Source: an optimization exercise on an open RTL-to-GDS flow (aim: small area, a short achievable clock period and few clock cycles per item). Production flows keep margins and buffers that such runs may drop.

## lane 1
Design vec_normalize, start of the top module:
module vec_normalize (
  input  logic               clk,
  input  logic               rst,
  input  logic               in_valid,
  output logic               in_ready,
  input  logic signed [27:0] real_1,
  input  logic signed [27:0] imag_1,
  input  logic signed [27:0] real_2,
  input  logic signed [27:0] imag_2,
  input  logic signed [55:0] norm_in,
  output logic               out_valid,
  input  logic               out_ready,
  output logic signed [27:0] q_real_1,
  output logic signed [27:0] q_imag_1,
  output logic signed [27:0] q_real_2,
  output logic signed [27:0] q_imag_2,
  output logic               div_zero,
  output logic               sat
);
export LEC_CHECK = 0
export CAP_MARGIN = 20
export CORE_MARGIN = 2
export CORE_UTILIZATION = 40
export SLEW_MARGIN = 20
create_clock -name core_clock -period 11.0 [get_ports {clk}]
standard.sh (not shown) runs the stock make flow with config.mk's settings and CLKGATE_MAP_FILE= SYNTH_SCRIPT=/design/flow/synth_recipe.tcl, a recipe that flattens the netlist after the stock synthesis.
==> flow/flow/run.sh <==
#!/bin/bash
# The standard flow, with its timing repair aimed at a period well below the
# clock's and plain buffers on the ports; make's output goes to standard.log,
# each ORFS step's to its own log under orfs/logs.
bash standard.sh SETUP_SLACK_MARGIN=7.5 TNS_END_PERCENT=100 CORE_UTILIZATION=40 \
  "BUFFER_PORTS_ARGS=-buffer_cell sky130_fd_sc_hd__buf_2" finish > standard.log 2>&1
Inputs modified between lane 1 and lane 4:
-- flow/design.v --
<<< lane 1, line 37
  endfunction
  logic [1:0]  sidx;       
  logic [1:0]  sidx_n;
  logic [1:0]  ycnt;       
  logic        acc;        
>>> lane 4, line 37
  endfunction
  logic [1:0]  sidx;       
  logic [1:0]  ycnt;       
  logic        acc;        
<<< lane 1, line 49
  logic        yok, load;
  logic        itag;       
  assign sidx_n = load ? sidx + 2'd1 : sidx;
  always_comb begin
    case (sidx_n)
      2'd0: xsel = real_1;
      2'd1: xsel = imag_1;
>>> lane 4, line 48
  logic        yok, load;
  logic        itag;       
  always_comb begin
    case (sidx)
      2'd0: xsel = real_1;
      2'd1: xsel = imag_1;
<<< lane 1, line 342
        end
      end else if (load) begin
        sidx <= sidx_n;
        ycnt <= 2'd1;
        if (sidx == 2'd3) begin
          acc  <= 1'b1;
>>> lane 4, line 340
        end
      end else if (load) begin
        sidx <= sidx + 2'd1;
        ycnt <= '0;
        if (sidx == 2'd3) begin
          acc  <= 1'b1;
<<< lane 1, line 357
  logic [5:0]  nmsb_in;    
  logic        big_in, dz_in;
  logic [63:0]  lzv;
  logic [383:0] lzi;
  always_comb begin
    lzv = {10'd0, norm_in[53:0]};
    lzi = '0;
    for (int lv = 0; lv < 6; lv++)
      for (int i = 0; i < (64 >> (lv + 1)); i++) begin
        lzi[6*i +: 6] = lzv[2*i+1] ? (lzi[6*(2*i+1) +: 6] | 6'(1 << lv)) : lzi[6*(2*i) +: 6];
        lzv[i] = lzv[2*i+1] | lzv[2*i];
      end
    nmsb_in = lzi[5:0];
  end
  assign dz_in  = norm_in[55] | (norm_in == '0);
>>> lane 4, line 355
  logic [5:0]  nmsb_in;    
  logic        big_in, dz_in;
  always_comb begin
    nmsb_in = '0;
    for (int i = 0; i < 54; i++) if (norm_in[i]) nmsb_in = 6'(i);
  end
  assign dz_in  = norm_in[55] | (norm_in == '0);
## What came out
Between lane 1 and lane 4, the largest net degree at the start of global routing is lower for lane 4. In lane 4, post-placement setup slack is lower than in lane 1. Lane 4: cell count is 1.2% lower than what lane 1 reported. Required arrival time at the worst endpoint in lane 4 is 0.10 ns lower than in lane 1. Worst slew slack as a fraction of its limit was lower in the run labelled lane 1. Highest layer used for signal routing: met4 -> lane 4, met5 -> lane 1. Lane 4 has via count of the routed design below what lane 1 had. Lane 1 vs lane 4, category of the critical setup timing path: flop to flop vs input port to flop. Global-route usage over all layers: lane 4 < lane 1. Between lane 1 and lane 4, the flow reports first-pass GRT wire length decreasing by a few percent. Design area delta for lane 4 relative to lane 1: 1400 um^2 lower. In the reports for lane 1 and lane 4, the smaller tapcell count belongs to lane 4.
No functional check of the RTL was part of any run of this note.

==> port drivers added, routing unchanged <==
Ports are ideal in the flow. The routed layouts listed here were re-timed in OpenROAD.
Step 1, drivers: a clkbuf_16 drives clk and a buf_2 each remaining input, both assumed.
Step 2, shift: input delay + t, output delay - t, t = (earliest + latest rising clock arrival at the registers) / 2. This alone moves slack from input paths to output paths.
a / b / c = ideal / step 1 / step 2; a / b = the first two.
| run | t (ns) | setup WS [ns] | latest minus earliest clock arrival (ns) |
|---|---|---|---|
| lane 1 | 0.708 | 7.329 / 7.329 / 6.806 | 0.035 / 0.034 |
| lane 4 | 0.674 | 7.182 / 7.193 / 6.519 | 0.036 / 0.037 |
After both steps setup and hold are still met in every run listed. The setup slack of lane 4, which loses most, moves by +0.011 ns with the drivers and by -0.663 ns with both steps.
